Context: an optimization exercise on an open-source flow, tuned for small area, a short achievable clock period and few clock cycles. The choices shown serve that exercise and are no tape-out recipe.
The RTL was checked by simulation tests, not by an equivalence proof against the original design.
Power and IR drop assume default switching activity.

===== flow/constraint.sdc =====
create_clock -name core_clock -period 4.0 [get_ports {clk}]
set_input_delay 0.8000 -clock core_clock [delete_from_list [all_inputs] [get_ports {clk}]]
set_output_delay 0.8000 -clock core_clock [all_outputs]
set_load 0.01 [all_outputs]

===== flow/run.sh =====
#!/bin/bash
# synth_recipe.tcl (not shown) runs the flow's synth.tcl, then flattens the netlist and writes it again
# the make line also repeats each setting of config.mk as NAME=value (left out here)
make -C /OpenROAD-flow-scripts/flow DESIGN_CONFIG=/design/flow/config.mk WORK_HOME=/design/flow/orfs CLKGATE_MAP_FILE= SYNTH_SCRIPT=/design/flow/synth_recipe.tcl finish

===== flow/config.mk =====
export PLATFORM = sky130hd
export DESIGN_NAME = egress_stamper
export DESIGN_NICKNAME = egress_stamper
export VERILOG_FILES = /design/flow/design.v
export SDC_FILE = /design/flow/constraint.sdc
export NUM_CORES = 4
export LEC_CHECK = 0
export CAP_MARGIN = 20
export CORE_MARGIN = 2
export CORE_UTILIZATION = 40
export SLEW_MARGIN = 20

===== flow/design.v =====
package egress_stamper_pkg;
    localparam int PACKET_XFER_LEN = 32;
    localparam int LEN_MSB  = 31;
    localparam int LEN_LSB  = 24;
    localparam int DEST_MSB = 15;
    localparam int DEST_LSB = 8;
    localparam int SRC_MSB  = 15;
    localparam int SRC_LSB  = 8;
    localparam int MIN_PKT_BYTES = 24;
    localparam int END_TIME_IDX  = 5;
    typedef enum logic [1:0] {
        IDLE,
        COLLECT,
        WAIT_SPACE,
        EMIT
    } state_t;
    function automatic logic len_legal(input logic [7:0] len, input int max_words);
        len_legal = (len[1:0] == 2'b00) &&
                    ({24'd0, len} >= MIN_PKT_BYTES) &&
                    ({26'd0, len[7:2]} <= max_words);
    endfunction
endpackage
module pkt_word_ram #(
    parameter int DATA_W = 32,
    parameter int DEPTH  = 64,
    localparam int AW    = $clog2(DEPTH)
) (
    input  logic              clk,
    input  logic              we,
    input  logic [AW-1:0]     waddr,
    input  logic [DATA_W-1:0] wdata,
    input  logic [AW-1:0]     raddr,
    output logic [DATA_W-1:0] rdata
);
    logic [DATA_W-1:0] mem [DEPTH];
    always_ff @(posedge clk) begin
        if (we) begin
            mem[waddr] <= wdata;
        end
    end
    always_ff @(posedge clk) begin
        rdata <= mem[raddr];
    end
endmodule
module egress_stamper #(
    parameter int PACKET_XFER_LEN = egress_stamper_pkg::PACKET_XFER_LEN,
    parameter int MAX_WORDS       = 64
) (
    input  logic                       clk,
    input  logic                       reset,
    input  logic                       in_valid,
    input  logic                       in_sop,
    input  logic [PACKET_XFER_LEN-1:0] in_data,
    output logic                       in_ready,
    input  logic [31:0]                counter,
    input  logic                       egress_full,
    output logic                       out_write_en,
    output logic [PACKET_XFER_LEN-1:0] out_data,
    output logic                       busy,
    output logic                       drop_pulse,
    output logic [15:0]                drop_count
);
    localparam int AW = $clog2(MAX_WORDS);
    egress_stamper_pkg::state_t state, state_nxt;
    logic [7:0] words_total;
    logic [7:0] wr_idx, wr_idx_nxt;
    logic [7:0] emit_idx;
    logic [7:0] rd_next;
    logic       hdr_load;
    logic       xfer;
    logic       sop_legal;
    logic [1:0] drop_inc;
    logic                       ram_we;
    logic [AW-1:0]              ram_waddr;
    logic [AW-1:0]              ram_raddr;
    logic [PACKET_XFER_LEN-1:0] ram_q_p1;
    function automatic logic [15:0] sat_add16(input logic [15:0] a, input logic [1:0] inc);
        logic [16:0] s;
        s = {1'b0, a} + {15'b0, inc};
        sat_add16 = s[16] ? 16'hFFFF : s[15:0];
    endfunction
    assign in_ready  = (state == egress_stamper_pkg::IDLE) || (state == egress_stamper_pkg::COLLECT);
    assign busy      = (state != egress_stamper_pkg::IDLE);
    assign xfer      = in_valid && in_ready;
    assign sop_legal = egress_stamper_pkg::len_legal(in_data[egress_stamper_pkg::LEN_MSB:egress_stamper_pkg::LEN_LSB], MAX_WORDS);
    assign rd_next   = emit_idx + 8'd1;
    always_comb begin
        state_nxt  = state;
        wr_idx_nxt = wr_idx;
        hdr_load   = 1'b0;
        drop_inc   = 2'd0;
        ram_we     = 1'b0;
        ram_waddr  = wr_idx[AW-1:0];
        ram_raddr  = '0;
        case (state)
            egress_stamper_pkg::IDLE: begin
                if (xfer && in_sop) begin
                    if (sop_legal) begin
                        ram_we     = 1'b1;
                        ram_waddr  = '0;
                        hdr_load   = 1'b1;
                        wr_idx_nxt = 8'd1;
                        state_nxt  = egress_stamper_pkg::COLLECT;
                    end else begin
                        drop_inc = 2'd1;
                    end
                end
            end
            egress_stamper_pkg::COLLECT: begin
                if (xfer && in_sop) begin
                    if (sop_legal) begin
                        drop_inc   = 2'd1;
                        ram_we     = 1'b1;
                        ram_waddr  = '0;
                        hdr_load   = 1'b1;
                        wr_idx_nxt = 8'd1;
                    end else begin
                        drop_inc  = 2'd2;
                        state_nxt = egress_stamper_pkg::IDLE;
                    end
                end else if (xfer) begin
                    ram_we     = 1'b1;
                    wr_idx_nxt = wr_idx + 8'd1;
                    if (wr_idx == words_total - 8'd1) begin
                        state_nxt = egress_stamper_pkg::WAIT_SPACE;
                    end
                end
            end
            egress_stamper_pkg::WAIT_SPACE: begin
                if (!egress_full) begin
                    state_nxt = egress_stamper_pkg::EMIT;
                end
            end
            egress_stamper_pkg::EMIT: begin
                ram_raddr = rd_next[AW-1:0];
                if (emit_idx == words_total - 8'd1) begin
                    state_nxt = egress_stamper_pkg::IDLE;
                end
            end
            default: state_nxt = egress_stamper_pkg::IDLE;
        endcase
    end
    pkt_word_ram #(
        .DATA_W(PACKET_XFER_LEN),
        .DEPTH (MAX_WORDS)
    ) u_ram (
        .clk  (clk),
        .we   (ram_we),
        .waddr(ram_waddr),
        .wdata(in_data),
        .raddr(ram_raddr),
        .rdata(ram_q_p1)
    );
    always_ff @(posedge clk) begin
        if (reset) begin
            state      <= egress_stamper_pkg::IDLE;
            emit_idx   <= 8'd0;
            drop_pulse <= 1'b0;
            drop_count <= 16'd0;
        end else begin
            state      <= state_nxt;
            emit_idx   <= (state == egress_stamper_pkg::EMIT) ? emit_idx + 8'd1 : 8'd0;
            drop_pulse <= (drop_inc != 2'd0);
            drop_count <= sat_add16(drop_count, drop_inc);
        end
    end
    always_ff @(posedge clk) begin
        wr_idx <= wr_idx_nxt;
        if (hdr_load) begin
            words_total <= {2'b00, in_data[egress_stamper_pkg::LEN_MSB:egress_stamper_pkg::LEN_LSB+2]};
        end
    end
    always_ff @(posedge clk) begin
        if (reset) begin
            out_write_en <= 1'b0;
            out_data     <= '0;
        end else if (state == egress_stamper_pkg::EMIT) begin
            out_write_en <= (emit_idx == 8'd0);
            out_data     <= (emit_idx == 8'(egress_stamper_pkg::END_TIME_IDX)) ? PACKET_XFER_LEN'(counter) : ram_q_p1;
        end else begin
            out_write_en <= 1'b0;
            out_data     <= '0;
        end
    end
endmodule

==> results.yml <==
outcome:
  status: "timing/DRC/antenna clean"
clocking:
  path_clk_slew_ps: 60
  clockBufferDepth: 3
  clk_latency_ps: 860
  postCtsSetupRepairBufs: 0
  clockRootBuffer: "clkbuf_16"
  cts_sinks: 2154
  numCtsBuffers: 215
  tritoncts: "built"
  hold_buffers: 0
  htreeDepth: 4
  cts_resized: 0
critical_path:
  r2r_start: "emit_idx[1]"
  cpMostUsedCell: "o22ai_1"
  cp-end-kind: "flip-flop"
  worst_r2r_path_depth: 9
  critPathBufInv: 1
  rrSetupSlack_ps: 300
  crit_chain: "ha_1 > xor2_4 > buf_12 > nand3_2 > o22ai_1 > a211oi_1 > a211o_1 > a31oi_1 > o22ai_1"
  slowest_stage: "nand3_2"
  cp_max_fo: 23
  path_delay_family: "compound AO/OA/AOI/OAI gates"
  arrival_ps: 4350
  critical-path-max-stage-delay_ps: 570
  r2r-end: "u_ram.rdata[18]"
  cp.depth: 9
  startpoint: "emit_idx[1]"
  cp-endpoint: "u_ram.rdata[18]"
  cp-start-kind: "flip-flop"
  cp.required_ps: 4650
  critPathKind: "reg2reg"
sta:
  hold_violations: 0
  hold_slack_ps: 274.6
  clock.fmax_mhz: 270.3
  fin_crit_sh_pct: 92.49
  clock_skew_ps: 37.91
  final_max_slew_viol_count: 0
  fin_crit_ps: 3700
  rsz0062_at_grt: "no"
  slew_headroom_pct: 27.82
  worstMarginPinSlew_ps: 1083
  setup_violations: 0
cells_and_area:
  drive_gt1_share_pct: 15.25
  multiInputGateArea_um2: 19490
  register_area_um2: 63760
  nets: 5838
  n_fill_cell: 17809
  syn_to_final_growth_pct: 17.35
  final_cells: 8746
place:
  gp_congestion: 0.8561
  dp.cells: 8349
  port_buffers: 120
  hpwl_mm: 155.0
logic_synthesis:
  async_flop_share_pct: 0
  syn-cell-area_um2: 84390
  yosysSeqAreaShare_pct: 75.55
  yosysWarnings: 2
  synth_flop_cell: "edfxtp_1"
  postSynthAreaPerCell_um2: 15.48
  synth_seq_cells: 2154
  syn-num-nets: 5528
  post_synth_num_cell_types: 76
  syn_inst: 5451
  synth-edff-count: 2062
die:
  die_area_um2: 214700
  die_x_um: 463.3
  io_pins: 121
  core-area_um2: 209600
  start_util_pct: 40.27
  die_h_um: 463.3
  num_rows: 168
detailed_routing:
  top_layer: "met5"
  drtAntennaViolNets: 0
  wl_met1_mm: 108.1
  wl_met3_mm: 23.17
  met2WireLength_mm: 121.5
  first_pass_iters: 5
  wl_per_cell_um: 29.96
  drc: 0
  vias: 52487
  viasPerCell: 6.001
  wl_mm: 262.0
  drtIter0Drc: 6567
grt:
  grt_pass1_wl_mm: 373.3
  grt_pass1_vias: 50479
  grt_max_degree: 119
  gr-total-overflow: 0
  track_usage_pct: 23.85
  antenna_found_initial: 4
power_and_ir_drop:
  ir_drop_mv: 0.4952
  power_density_nw_per_um2: 459.9
  power.leakage_nw: 31.48
  p_total_mw: 45.55
job:
  maxCapViolCount: 0
hold_path:
  hold_class: "in2reg"
## logic make-up after synthesis
| kind of cell | share of synthesized area, % |
|---|---|
| adders and majority gates | 0.1275 |
| AOI/OAI and AO/OA | 9.705 |
| DFF | 75.55 |
| buffers and inverters | 2.114 |
| muxes | 5.377 |
| xor gates and xnor gates | 0.3736 |
| and+or+nand+nor | 6.750 |
## worst reg2reg max path, delay by kind of cell, from the launching register on
kind,cells,cell delay (ps)
AO/OA/AOI/OAI,5,1550
XOR/XNOR,1,200
adder cells (fa/ha/maj),1,480
buffers and inverters,1,260
flip-flops,1,420
AND/OR/NAND/NOR,1,600
## synth_stat cells (all sizes together) (10+ instances only)
library cell	n	area share, %
a2111oi	12	0.12
a211o	39	0.40
a211oi	124	1.1
a21oi	159	0.95
a221oi	44	0.46
a22o	15	0.16
a22oi	52	0.46
a311oi	44	0.46
a31oi	142	1.1
a32oi	15	0.16
and3	33	0.24
and4	10	0.10
buf	162	1.0
clkbuf	235	1.0
dfxtp	92	2.2
edfxtp	2062	73
inv	14	0.062
mux2	59	0.79
mux2i	279	3.3
mux4	48	1.3
nand2	668	3.0
nand2b	15	0.11
nand3	200	1.2
nor2	163	0.73
nor2b	36	0.27
nor3	50	0.31
nor4	38	0.28
o2111ai	15	0.16
o211ai	48	0.43
o21ai	160	0.95
o221ai	68	0.71
o22a	28	0.29
o22ai	123	0.91
o31ai	27	0.24
o32a	11	0.13
o32ai	19	0.20
or3	33	0.24
xnor2	20	0.23
xor2	13	0.14
## worst min-delay path by stage
stage                     from                end  slack, ps  depth (start not counted)
2_1_floorplan   u_ram.rdata[0]        out_data[0]        420                          2
3_3_place_gp   u_ram.rdata[16]       out_data[16]        430                          2
3_5_place_dp   u_ram.rdata[16]       out_data[16]        440                          2
4_1_cts            in_data[10]  u_ram.mem[14][10]        230                          1
5_1_grt            in_data[10]  u_ram.mem[14][10]        260                          1
6_report           in_data[10]  u_ram.mem[14][10]        270                          1
## stage by stage
| stage | utilization [%] | area (µm²) | TNS, ps | setup slack (ps) |
|---|---|---|---|---|
| floorplan | - | 84390 | 0 | 95.20 |
| global placement | 43.91 | 92010 | -4282 | -317.0 |
| detailed placement | 43.91 | 92010 | -4155 | -320.4 |
| CTS | 47.25 | 99010 | 0 | 340.3 |
| global route | 47.26 | 99030 | 0 | 193.2 |
| finish | 47.26 | 99030 | 0 | 300.5 |
## flip-flops by register name (all words and copies together) (netlist names), named ones only
register	cells
u_ram.mem	2048
out_data	32
u_ram.rdata	32
drop_count	16
emit_idx	8
wr_idx	8
words_total	6
drop_pulse	1
out_write_en	1
state	1
## placed cells by master, fill, tap and decap left out, drive strengths merged, types with 142 or more instances in the layout
cell type / synthesis / final
clkbuf: 235 / 279
nor2: 163 / 163
a31oi: 142 / 142
mux2i: 279 / 279
buf: 162 / 402
nand3: 200 / 200
nand2: 668 / 668
o21ai: 160 / 160
edfxtp: 2062 / 2062
a21oi: 159 / 159
## area by class of cell
cell class                 instances  area share [%]
tap                             2805           3.544
sequential                      2154           64.39
clock buffer                     279           5.915
multi-input combinational       2886           19.68
clock inverter                   117           1.152
timing repair buffer             490           5.258
antenna                            1        0.002527
inverter                          14         0.05812
## layer usage
layer  GRT usage, %  vias up
met5              0        -
met1          33.35    27089
met2          37.63     2724
met3          4.185      433
met4          8.175        4
li1               -    22237
## where the power goes
part | internal [mW] | leakage [nW] | switching (mW)
clock network | 11.6 | 3.39 | 8.57
registers | 24.7 | 19.3 | 0.0280
logic | 0.131 | 8.80 | 0.534
Testbench counts, summed over its fixed seeds: cycles 56,773.

==> static timing again, ports no longer ideal <==
How much do the figures lean on ideal ports? The routed layout below was timed once more, with nothing changed but the port constraints.
Step 1: set_driving_cell puts a clkbuf_16 on clk and a buf_2 on each other input, an assumption about the parent block.
Step 2 adds t to the input delays and takes it off the output delays; t is the mean of the earliest and latest rising clock arrival at the registers after step 1. Input paths then give back, and output paths get back, about the clock's delay inside the block.
Three values: no drivers, after step 1, after step 2; two values: the first two.
t (ns): 0.925
setup WS [ns]: 0.300 / 0.300 / -0.293
slew at the worst register clock pin (ns): 0.07 / 0.07
worst slew at a driven data input, ns: 0.09
Met with ideal ports but missed after step 2: setup timing in this run. The setup slack of this run moves by 0.000 ns with the drivers and by -0.593 ns with both steps.
